What follows belongs to an exercise in optimizing a design on an open flow for small area and few clock cycles; a production flow would make more cautious choices. In this exercise RTL edits were held to simulation tests only and were not proved equivalent to the original. Power and IR drop assume default switching activity.

$ cat flow/config.mk
export PLATFORM = sky130hd
export DESIGN_NAME = windowed_temperature_stability_detector_top
export DESIGN_NICKNAME = windowed_temperature_stability_detector_top
export VERILOG_FILES = /design/flow/design.v
export SDC_FILE = /design/flow/constraint.sdc
export NUM_CORES = 4
export LEC_CHECK = 0
export CAP_MARGIN = 20
export CORE_MARGIN = 2
export CORE_UTILIZATION = 40
export SLEW_MARGIN = 20
$ cat flow/constraint.sdc
create_clock -name core_clock -period 8.5 [get_ports {clk}]
set_input_delay 1.7000 -clock core_clock [delete_from_list [all_inputs] [get_ports {clk}]]
set_output_delay 1.7000 -clock core_clock [all_outputs]
set_load 0.01 [all_outputs]
$ cat flow/design.v
`timescale 1ns / 1ps
`default_nettype none
package wtsd_pkg;
  localparam int TEMP_W     = 16;
  localparam int THR_W      = 10;
  localparam int DWELL_W    = 12;
  localparam int CFG_IDX_W  = 2;
  localparam int WINDOW_DEF = 16;
  localparam logic [CFG_IDX_W-1:0] CFG_SETPOINT  = 2'd0;
  localparam logic [CFG_IDX_W-1:0] CFG_THRESHOLD = 2'd1;
  localparam logic [CFG_IDX_W-1:0] CFG_DWELL     = 2'd2;
  localparam logic signed [TEMP_W-1:0] SETPOINT_RST  = 16'sd9300;
  localparam logic [THR_W-1:0]         THRESHOLD_RST = 10'd30;
  localparam logic [DWELL_W-1:0]       DWELL_RST     = 12'd5;
  localparam logic [DWELL_W-1:0]       DWELL_MAX     = 12'd3600;
  typedef struct packed {
    logic push;
    logic clear;
  } wtsd_ring_ctl_t;
  typedef struct packed {
    logic                     cmd;
    logic                     full;
    logic                     near;
    logic                     low;
    logic signed [TEMP_W-1:0] mean;
  } wtsd_meas_t;
endpackage
`default_nettype wire
`timescale 1ns / 1ps
`default_nettype none
module wtsd_ring #(
  parameter int WINDOW = wtsd_pkg::WINDOW_DEF
) (
  input  wire                                 clk,
  input  wire                                 rst_n,
  input  wire wtsd_pkg::wtsd_ring_ctl_t       ctl,
  input  wire logic signed [wtsd_pkg::TEMP_W-1:0] wdata,
  output logic signed [wtsd_pkg::TEMP_W-1:0]  old_o,
  output logic                                full_o
);
  localparam int IDX_W = $clog2(WINDOW);
  localparam int CNT_W = $clog2(WINDOW + 1);
  localparam logic [IDX_W-1:0] IDX_LAST  = IDX_W'(WINDOW - 1);
  localparam logic [CNT_W-1:0] FILL_MAX  = CNT_W'(WINDOW);
  localparam logic [CNT_W-1:0] FILL_LAST = CNT_W'(WINDOW - 1);
  logic signed [wtsd_pkg::TEMP_W-1:0] mem [WINDOW];
  logic signed [wtsd_pkg::TEMP_W-1:0] rd_r;
  logic [IDX_W-1:0]         idx_r, idx_nxt;
  logic [CNT_W-1:0]         fill_r, fill_nxt;
  always_comb begin
    idx_nxt  = idx_r;
    fill_nxt = fill_r;
    if (ctl.clear) begin
      idx_nxt  = '0;
      fill_nxt = '0;
    end else if (ctl.push) begin
      idx_nxt = (idx_r == IDX_LAST) ? '0 : idx_r + IDX_W'(1);
      if (fill_r != FILL_MAX) begin
        fill_nxt = fill_r + CNT_W'(1);
      end
    end
  end
  always_ff @(posedge clk) begin
    if (!rst_n) begin
      idx_r  <= '0;
      fill_r <= '0;
    end else begin
      idx_r  <= idx_nxt;
      fill_r <= fill_nxt;
    end
  end
  always_ff @(posedge clk) begin
    if (ctl.push) begin
      mem[idx_r] <= wdata;
    end
    rd_r <= mem[idx_nxt];
  end
  assign old_o  = (fill_r == FILL_MAX) ? rd_r : '0;
  assign full_o = (fill_r == FILL_MAX) || (fill_r == FILL_LAST);
endmodule
`default_nettype wire
`timescale 1ns / 1ps
`default_nettype none
module wtsd_datapath #(
  parameter int WINDOW = wtsd_pkg::WINDOW_DEF
) (
  input  wire                                     clk,
  input  wire                                     rst_n,
  input  wire logic signed [wtsd_pkg::TEMP_W-1:0] setpoint,
  input  wire logic [wtsd_pkg::THR_W-1:0]         threshold,
  input  wire                                     i_valid,
  output logic                                    i_ready,
  input  wire                                     i_cmd,
  input  wire logic signed [wtsd_pkg::TEMP_W-1:0] i_temp,
  input  wire logic signed [wtsd_pkg::TEMP_W-1:0] i_old,
  input  wire                                     i_full,
  output logic                                    o_valid,
  input  wire                                     o_ready,
  output wtsd_pkg::wtsd_meas_t                    o_meas
);
  localparam int NSTG = 7;
  localparam int LW   = $clog2(WINDOW);
  localparam int SW   = wtsd_pkg::TEMP_W + LW;         
  localparam int QW   = 2 * wtsd_pkg::TEMP_W + LW;     
  localparam int VW   = 2 * SW;              
  localparam int DW   = wtsd_pkg::TEMP_W + 1 + LW;     
  localparam int AW   = wtsd_pkg::TEMP_W + LW;         
  localparam int RW   = wtsd_pkg::TEMP_W + 1;          
  localparam int RECIP_I = (1 << AW) / WINDOW;
  localparam logic [RW-1:0]        RECIP  = RW'(RECIP_I);
  localparam logic signed [SW:0]   OFFSET = (SW + 1)'(WINDOW * 32768);
  localparam logic [wtsd_pkg::TEMP_W-1:0]    SIGN_FLIP = 16'h8000;
  logic [NSTG:1]   v_r, v_in, ld;
  logic [NSTG+1:1] rdy;
  always_comb begin
    rdy[NSTG+1] = o_ready;
    for (int k = NSTG; k >= 1; k--) begin
      rdy[k] = !v_r[k] || rdy[k+1];
    end
    v_in[1] = i_valid;
    for (int k = 2; k <= NSTG; k++) begin
      v_in[k] = v_r[k-1];
    end
    ld = rdy[NSTG:1] & v_in;
  end
  always_ff @(posedge clk) begin
    if (!rst_n) begin
      v_r <= '0;
    end else begin
      for (int k = 1; k <= NSTG; k++) begin
        if (rdy[k]) begin
          v_r[k] <= v_in[k];
        end
      end
    end
  end
  assign i_ready = rdy[1];
  assign o_valid = v_r[NSTG];
  logic signed [DW-1:0] wsp_r, wth_r;
  logic [2*wtsd_pkg::THR_W-1:0]   thsq_r;
  logic signed [VW-1:0] thr_sq_r;
  always_ff @(posedge clk) begin
    wsp_r    <= DW'(setpoint) * DW'(WINDOW);
    wth_r    <= DW'(threshold) * DW'(WINDOW);
    thsq_r   <= (2 * wtsd_pkg::THR_W)'(threshold) * (2 * wtsd_pkg::THR_W)'(threshold);
    thr_sq_r <= VW'(thsq_r) * VW'(WINDOW * WINDOW);
  end
  logic [NSTG:1]            cmd_r, full_r;
  logic signed [wtsd_pkg::TEMP_W-1:0] p1_t, p1_old;
  logic signed [2*wtsd_pkg::TEMP_W-1:0] p2_tt, p2_oo;
  logic signed [wtsd_pkg::TEMP_W:0]   p2_dlt;
  logic signed [SW-1:0]     sum_r;
  logic signed [QW-1:0]     sq_r;
  logic signed [VW-1:0]     p4_ss, p4_wq, p5_var;
  logic signed [DW-1:0]     p4_d, p5_ad;
  logic signed [SW:0]       offs_sum;
  logic [AW-1:0]            p4_a, p5_a, p6_r;
  logic [AW+RW-1:0]         quot_prod;
  logic [RW-1:0]            p5_q0, p6_q0, q_fix;
  logic                     p6_near, p6_low, p7_near, p7_low;
  logic signed [wtsd_pkg::TEMP_W-1:0] p7_mean;
  assign offs_sum  = (SW + 1)'(sum_r) + OFFSET;
  assign quot_prod = (AW + RW)'(p4_a) * (AW + RW)'(RECIP);
  assign q_fix     = (p6_r >= AW'(WINDOW)) ? p6_q0 + RW'(1) : p6_q0;
  always_ff @(posedge clk) begin
    if (ld[1]) begin
      cmd_r[1]  <= i_cmd;
      full_r[1] <= i_full;
      p1_t      <= i_temp;
      p1_old    <= i_old;
    end
    for (int k = 2; k <= NSTG; k++) begin
      if (ld[k]) begin
        cmd_r[k]  <= cmd_r[k-1];
        full_r[k] <= full_r[k-1];
      end
    end
    if (ld[2]) begin
      p2_tt  <= (2 * wtsd_pkg::TEMP_W)'(p1_t) * (2 * wtsd_pkg::TEMP_W)'(p1_t);
      p2_oo  <= (2 * wtsd_pkg::TEMP_W)'(p1_old) * (2 * wtsd_pkg::TEMP_W)'(p1_old);
      p2_dlt <= (wtsd_pkg::TEMP_W + 1)'(p1_t) - (wtsd_pkg::TEMP_W + 1)'(p1_old);
    end
    if (ld[4]) begin
      p4_ss <= VW'(sum_r) * VW'(sum_r);
      p4_wq <= VW'(sq_r) * VW'(WINDOW);
      p4_d  <= DW'(sum_r) - wsp_r;
      p4_a  <= AW'(offs_sum);
    end
    if (ld[5]) begin
      p5_var <= p4_wq - p4_ss;
      p5_ad  <= (p4_d < 0) ? -p4_d : p4_d;
      p5_q0  <= quot_prod[AW+RW-1:AW];
      p5_a   <= p4_a;
    end
    if (ld[6]) begin
      p6_low  <= p5_var < thr_sq_r;
      p6_near <= p5_ad < wth_r;
      p6_r    <= p5_a - AW'(p5_q0) * AW'(WINDOW);
      p6_q0   <= p5_q0;
    end
    if (ld[7]) begin
      p7_near <= p6_near;
      p7_low  <= p6_low;
      p7_mean <= signed'(q_fix[wtsd_pkg::TEMP_W-1:0] ^ SIGN_FLIP);
    end
  end
  always_ff @(posedge clk) begin
    if (!rst_n) begin
      sum_r <= '0;
      sq_r  <= '0;
    end else if (ld[3]) begin
      if (cmd_r[2]) begin
        sum_r <= '0;
        sq_r  <= '0;
      end else begin
        sum_r <= sum_r + SW'(p2_dlt);
        sq_r  <= sq_r + QW'(p2_tt) - QW'(p2_oo);
      end
    end
  end
  assign o_meas.cmd  = cmd_r[NSTG];
  assign o_meas.full = full_r[NSTG];
  assign o_meas.near = p7_near;
  assign o_meas.low  = p7_low;
  assign o_meas.mean = p7_mean;
endmodule
`default_nettype wire
`timescale 1ns / 1ps
`default_nettype none
module windowed_temperature_stability_detector_top #(
  parameter int WINDOW = wtsd_pkg::WINDOW_DEF
) (
  input  wire                                        clk,
  input  wire                                        rst_n,
  input  wire                                        cfg_we,
  input  wire logic [wtsd_pkg::CFG_IDX_W-1:0]        cfg_index,
  input  wire logic [wtsd_pkg::TEMP_W-1:0]           cfg_wdata,
  input  wire                                        in_valid,
  output logic                                       in_stall,
  input  wire                                        in_command,
  input  wire logic signed [wtsd_pkg::TEMP_W-1:0]    in_temperature,
  output logic                                       out_valid,
  input  wire                                        out_stall,
  output logic                                       out_stable,
  output logic signed [wtsd_pkg::TEMP_W-1:0]         out_stable_temperature,
  output logic signed [wtsd_pkg::TEMP_W-1:0]         out_window_mean,
  output logic                                       out_window_full,
  output logic                                       out_near_setpoint,
  output logic                                       out_low_spread
);
  logic signed [wtsd_pkg::TEMP_W-1:0] setpoint_r;
  logic [wtsd_pkg::THR_W-1:0]         threshold_r;
  logic [wtsd_pkg::DWELL_W-1:0]       dwell_cfg_r;
  always_ff @(posedge clk) begin
    if (!rst_n) begin
      setpoint_r  <= wtsd_pkg::SETPOINT_RST;
      threshold_r <= wtsd_pkg::THRESHOLD_RST;
      dwell_cfg_r <= wtsd_pkg::DWELL_RST;
    end else if (cfg_we) begin
      unique case (cfg_index)
        wtsd_pkg::CFG_SETPOINT:  setpoint_r  <= signed'(cfg_wdata);
        wtsd_pkg::CFG_THRESHOLD: threshold_r <= cfg_wdata[wtsd_pkg::THR_W-1:0];
        wtsd_pkg::CFG_DWELL:     dwell_cfg_r <= cfg_wdata[wtsd_pkg::DWELL_W-1:0];
        default: ;
      endcase
    end
  end
  logic                     dp_ready, accept;
  wtsd_pkg::wtsd_ring_ctl_t           ring_ctl;
  logic signed [wtsd_pkg::TEMP_W-1:0] ring_old;
  logic                     ring_full;
  assign accept         = in_valid && dp_ready;
  assign in_stall       = !dp_ready;
  assign ring_ctl.push  = accept && !in_command;
  assign ring_ctl.clear = accept && in_command;
  wtsd_ring #(
    .WINDOW (WINDOW)
  ) u_ring (
    .clk    (clk),
    .rst_n  (rst_n),
    .ctl    (ring_ctl),
    .wdata  (in_temperature),
    .old_o  (ring_old),
    .full_o (ring_full)
  );
  logic       m_valid, out_rdy, m_take;
  wtsd_pkg::wtsd_meas_t meas;
  wtsd_datapath #(
    .WINDOW (WINDOW)
  ) u_datapath (
    .clk       (clk),
    .rst_n     (rst_n),
    .setpoint  (setpoint_r),
    .threshold (threshold_r),
    .i_valid   (in_valid),
    .i_ready   (dp_ready),
    .i_cmd     (in_command),
    .i_temp    (in_temperature),
    .i_old     (ring_old),
    .i_full    (ring_full),
    .o_valid   (m_valid),
    .o_ready   (out_rdy),
    .o_meas    (meas)
  );
  logic                     valid_r;
  logic                     cand_r, cand_nxt;
  logic                     stable_r, stable_nxt;
  logic [wtsd_pkg::DWELL_W-1:0]       dwell_r, dwell_nxt;
  logic signed [wtsd_pkg::TEMP_W-1:0] latched_r, latched_nxt;
  logic signed [wtsd_pkg::TEMP_W-1:0] mean_r;
  logic                     full_r, near_r, low_r;
  assign out_rdy = !valid_r || !out_stall;
  assign m_take  = m_valid && out_rdy;
  always_comb begin
    cand_nxt    = cand_r;
    stable_nxt  = stable_r;
    dwell_nxt   = dwell_r;
    latched_nxt = latched_r;
    if (m_take) begin
      if (meas.cmd) begin
        cand_nxt   = 1'b0;
        stable_nxt = 1'b0;
        dwell_nxt  = '0;
      end else if (meas.full) begin
        if (meas.near && meas.low) begin
          if (!cand_r) begin
            cand_nxt  = 1'b1;
            dwell_nxt = '0;
          end else if (dwell_r < wtsd_pkg::DWELL_MAX) begin
            dwell_nxt = dwell_r + wtsd_pkg::DWELL_W'(1);
          end
          if (dwell_nxt >= dwell_cfg_r && !stable_r) begin
            stable_nxt  = 1'b1;
            latched_nxt = meas.mean;
          end
        end else begin
          cand_nxt   = 1'b0;
          stable_nxt = 1'b0;
          dwell_nxt  = '0;
        end
      end
    end
  end
  always_ff @(posedge clk) begin
    if (!rst_n) begin
      valid_r   <= 1'b0;
      cand_r    <= 1'b0;
      stable_r  <= 1'b0;
      dwell_r   <= '0;
      latched_r <= '0;
    end else begin
      if (out_rdy) begin
        valid_r <= m_valid;
      end
      cand_r    <= cand_nxt;
      stable_r  <= stable_nxt;
      dwell_r   <= dwell_nxt;
      latched_r <= latched_nxt;
    end
  end
  always_ff @(posedge clk) begin
    if (m_take) begin
      mean_r <= meas.cmd ? '0 : meas.mean;
      full_r <= !meas.cmd && meas.full;
      near_r <= !meas.cmd && meas.full && meas.near;
      low_r  <= !meas.cmd && meas.full && meas.low;
    end
  end
  assign out_valid              = valid_r;
  assign out_stable             = stable_r;
  assign out_stable_temperature = latched_r;
  assign out_window_mean        = mean_r;
  assign out_window_full        = full_r;
  assign out_near_setpoint      = near_r;
  assign out_low_spread         = low_r;
endmodule
`default_nettype wire
$ cat flow/run.sh
#!/bin/bash
# synth_recipe.tcl (not shown) runs the flow's synth.tcl, then flattens the netlist and writes it again
# the make line also repeats each setting of config.mk as NAME=value (left out here)
make -C /OpenROAD-flow-scripts/flow DESIGN_CONFIG=/design/flow/config.mk WORK_HOME=/design/flow/orfs CLKGATE_MAP_FILE= SYNTH_SCRIPT=/design/flow/synth_recipe.tcl finish
==> results.py <==
metrics = {
    "logic_synthesis": {
        "synth_area_leader_cell": "fa_1",
        "ys.flop_type": "edfxtp_1",
        "syn_nets": 8088,
        "synth-edff-count": 612,
        "synthAdderAreaFrac_pct": 36.0,
        "synth_area_leaders": "fa_1 27%, edfxtp_1 27%, ha_1 8.9%, inv_1 7.7%, dfxtp_1 6.4%",
        "synth_cells": 6617,
        "syn_area_sq_um": 69300,
        "yosys.area_share.xor_xnor_pct": 3.38,
        "ys_seq_area_share_pct": 32.9,
        "yosysWarnings": 3,
        "synth_top_family_by_area": "adder cells",
        "synth_simple_gate_area_share_pct": 11.4,
        "async_reset_ff_share_pct": 0,
        "synthMuxAreaShare_pct": 0.585,
        "yosysTopAreaCellShare_pct": 27.2,
        "syn_avg_cell_area_sq_um": 10.5,
        "ys_ff_latch": 832,
        "synth_compound_area_share_pct": 6.86,
        "synthDistinctLibCells": 77,
    },
    "timing": {
        "fin_crit_sh_pct": 93.5,
        "rsz0062_at_grt": "no",
        "setup-tns-final_ns": 0,
        "slew_violations": 0,
        "final-hold-violation-count": 0,
        "finalSetupViolCount": 0,
        "fmax_mhz": 126,
        "worst_slew_pin_slew_ns": 1.03,
        "min_period_ns": 7.94,
        "finClkSkew_ns": 0.0692,
        "slew_headroom_pct": 31.1,
    },
    "floorplanning": {
        "die_area_sq_um": 177000,
        "start_util_pct": 40.3,
        "die_w_microns": 420,
        "core-area_sq_um": 172000,
        "io_pins": 78,
        "rows": 152,
        "die_h_microns": 420,
    },
    "setup_path": {
        "startpoint_type": "flip-flop",
        "critPathMaxFanout": 16,
        "reg2reg_setup_slack_ns": 0.56,
        "reg2reg_from": "u_datapath.sum_r[7]",
        "r2r_end": "u_datapath.p4_ss[37]",
        "path_class": "flip-flop to flip-flop",
        "rr_worst_depth": 26,
        "crit_arrival_ns": 8.39,
        "endpoint_kind": "flip-flop",
        "critPathRequiredTime_ns": 8.95,
    },
    "route": {
        "route.met3.wl_mm": 7.22,
        "wirelength_mm": 164,
        "drc_errors": 0,
        "highest-signal-layer": "met5",
        "drt_iter0_drc": 2597,
        "wl_per_cell_microns": 18.0,
        "first_pass_iters": 5,
        "final_antenna_net_count": 0,
        "num_vias": 44800,
        "viasPerCell": 4.92,
        "met2WireLength_mm": 79.4,
        "wl_met1_mm": 73.0,
    },
    "clock_tree": {
        "cts_setup_buffers": 0,
        "cts.sinks": 832,
        "cts_made_buffers": 88,
        "clkTransAtPathRegs_ns": 0.07,
        "cts_tree": "built",
        "clk_path_buf_depth": 3,
        "worstSkewPairLatency_ns": 0.74,
        "cts.htree.levels": 3,
        "cts_root_buf": "clkbuf_16",
    },
    "power_and_ir_drop": {
        "pwr-share-comb_pct": 60.0,
        "leakage_nw": 34.8,
        "power.switching_mw": 9.97,
        "power_density_nw_per_um2": 307,
        "ir_drop_uv": 481,
        "p_clk_share_pct": 16.9,
        "seqPwrFrac_pct": 23.1,
        "internal_power_mw": 13.5,
        "p_sw_share_pct": 42.5,
    },
    "global_routing": {
        "antenna_found_initial": 7,
        "grtUsageTotal_pct": 19.0,
        "grt_pass1_wl_mm": 263,
        "grt_pass1_vias": 47400,
        "grt_overflow": 0,
        "grt_max_degree": 113,
    },
    "placed_design": {
        "place_congestion": 0.903,
        "portBuffers": 77,
        "hpwl_mm": 127,
    },
    "min_path": {
        "whs_endpoint": "u_datapath.thr_sq_r[11]",
        "worstHoldStart": "u_datapath.thsq_r[3]",
        "hold_class": "flip-flop to flip-flop",
        "hold_depth": 0,
    },
    "finish": {
        "final_nets": 8184,
        "area_growth_pct": 10.2,
        "drive_gt1_share_pct": 4.68,
        "final_util_pct": 44.4,
    },
    "status": {
        "status": "no timing/DRC/antenna violations",
    },
    "run": {
        "maxCapViolations": 0,
    },
}
cell usage after synthesis (7+ instances only):
cell,count
clkinv_1,12
a2111oi_0,9
nor2_1,276
a21o_1,84
and3_1,31
or2_2,13
a32oi_1,18
a31oi_1,16
o31ai_1,13
edfxtp_1,612
o211ai_1,11
o21bai_1,25
ha_1,490
nor3_1,55
nand2_1,731
nand4_1,46
dfxtp_1,220
nor2b_1,106
o21ai_0,129
xor2_1,66
nor3b_1,12
or4_1,7
and2_1,177
or3_1,16
mux2i_1,36
a22oi_1,36
a31o_2,8
clkbuf_1,182
a21boi_0,48
xnor2_1,201
a211o_1,10
nand3_1,153
a211oi_1,21
a21oi_1,186
nand2b_1,38
o2111ai_1,11
fa_1,941
buf_1,12
o21a_1,39
nor4_1,11
inv_1,1425
power by group through the flow:
| stage | Combinational, mW | Sequential (mW) | Clock, mW |
|---|---|---|---|
| final | 14.1 | 5.41 | 3.96 |
| after global routing | 16.0 | 5.44 | 4.22 |
| after CTS | 14.1 | 5.42 | 4.06 |
| after detailed placement | 14.0 | 5.50 | 0 |
| after global placement | 13.8 | 5.50 | 0 |
| after floorplan | 10.6 | 5.42 | 0 |
cells by family after synthesis:
group,count (synthesis)
simple gates,1694
buf+inv,1633
fa+ha+maj,1431
flops,832
compound gates,720
xor+xnor,267
mux,40
routing by layer:
metal  track usage, %  vias up
met5                0        -
met4             4.99        8
met2             32.1      941
met1             25.9    22300
li1                 -    21200
met3             2.48      245
placed cells by master (no fill, tap or decap), types with 153 or more instances in the layout:
cell,Yosys,final
and2_1,177,177
inv_1,1425,1425
dfxtp_1,220,220
a21oi_1,186,185
ha_1,490,490
nor2_1,276,274
xnor2_1,201,201
nand2_1,731,730
fa_1,941,941
nand3_1,153,153
edfxtp_1,612,612
stage by stage:
step                worst slack, ns  cells  power (mW)  cell area [sq um]  hold slack [ns]
floorplan                    0.0909   6617        16.0              69300            0.310
global placement              0.689   8932        19.3              73300            0.313
detailed placement            0.583   8933        19.5              73300            0.312
CTS                           0.525   9099        23.6              76300            0.330
global route                 0.0716   9099        25.7              76300            0.332
finish                        0.557   9100        23.4              76300            0.330
area by class of cell:
cell class              instances  area [sq um]
diodes                          1          2.50
clock buffers                 114          2420
clock inverters                52           583
fillers                     16300         95600
inverters                    1439          5400
multi-input cells            4152         40500
flip-flops and latches        832         22800
well taps                    2310          2890
repair buffers                200          1720
critical path, stage by stage, from the launching register on:
cell       delay, ns
dfxtp_1         0.62
buf_4           0.39
and2_1          0.22
inv_1           0.08
fa_1            0.54
inv_1           0.06
fa_1            0.53
inv_1           0.05
fa_1            0.49
inv_1           0.06
fa_1            0.44
fa_1            0.48
fa_1            0.48
inv_1           0.05
fa_1            0.47
inv_1           0.04
ha_1            0.34
a211o_1         0.33
or3_1           0.34
o2111ai_1       0.28
nand2_1         0.11
a41o_1          0.31
o211a_1         0.27
o21a_1          0.19
o21ai_0         0.22
nor2b_1         0.19
xnor2_1         0.07
registers in the layout, indices dropped and copies added, names as in the netlist, 19 cells and up:
| name | count |
|---|---|
| u_datapath.p5_var | 32 |
| u_datapath.p4_wq | 36 |
| u_datapath.thsq_r | 19 |
| u_datapath.sq_r | 36 |
| u_ring.mem | 256 |
| u_datapath.p2_oo | 31 |
| u_datapath.sum_r | 20 |
| u_datapath.thr_sq_r | 19 |
| u_datapath.p2_tt | 31 |
| u_datapath.p4_ss | 38 |
| u_datapath.p4_a | 20 |
how the worst max path moves through the flow:
stage	startpoint	to	slack (ns)	depth (start not counted)
after global routing	u_datapath.sum_r[19]	u_datapath.p4_ss[38]	0.07	23
final	u_datapath.sum_r[7]	u_datapath.p4_ss[37]	0.56	26
after floorplan	out_stall	u_datapath.cmd_r[2]	0.09	3
after global placement	u_datapath.sum_r[7]	u_datapath.p4_ss[38]	0.69	24
after CTS	u_datapath.sum_r[17]	u_datapath.p4_ss[38]	0.52	24
after detailed placement	u_datapath.sum_r[10]	u_datapath.p4_ss[38]	0.58	23
what timing repair did:
| item | in CTS | in global routing |
|---|---|---|
| hold buffers | 0 | 0 |
| endpoints found under the setup margin | 0 | 1 |
| gates resized for setup | 0 | 1 |
Testbench counts, summed over its fixed seeds: cycles 24,064.

## re-timing with driven ports
The results above use ideal ports. As a check the final layout listed here was re-extracted and re-timed, cells and wires unchanged.
Step 1, drivers: a clkbuf_16 drives clk and a buf_2 each remaining input, both assumed.
Step 2 also shifts input and output timing later by t, the mid clock arrival at the registers, as if the neighbouring blocks saw the same clock.
a / b / c = no drivers / after step 1 / after step 2; a / b = the first two.
t, ns: 0.777
setup slack, ns: 0.557 / 0.557 / 0.557
slew at the worst register clock pin (ns): 0.07 / 0.07
cell pins on the clock port's net: 1
After both steps this run still meets setup and hold. The setup slack of this run moves by 0.000 ns with the drivers and by 0.000 ns with both steps.
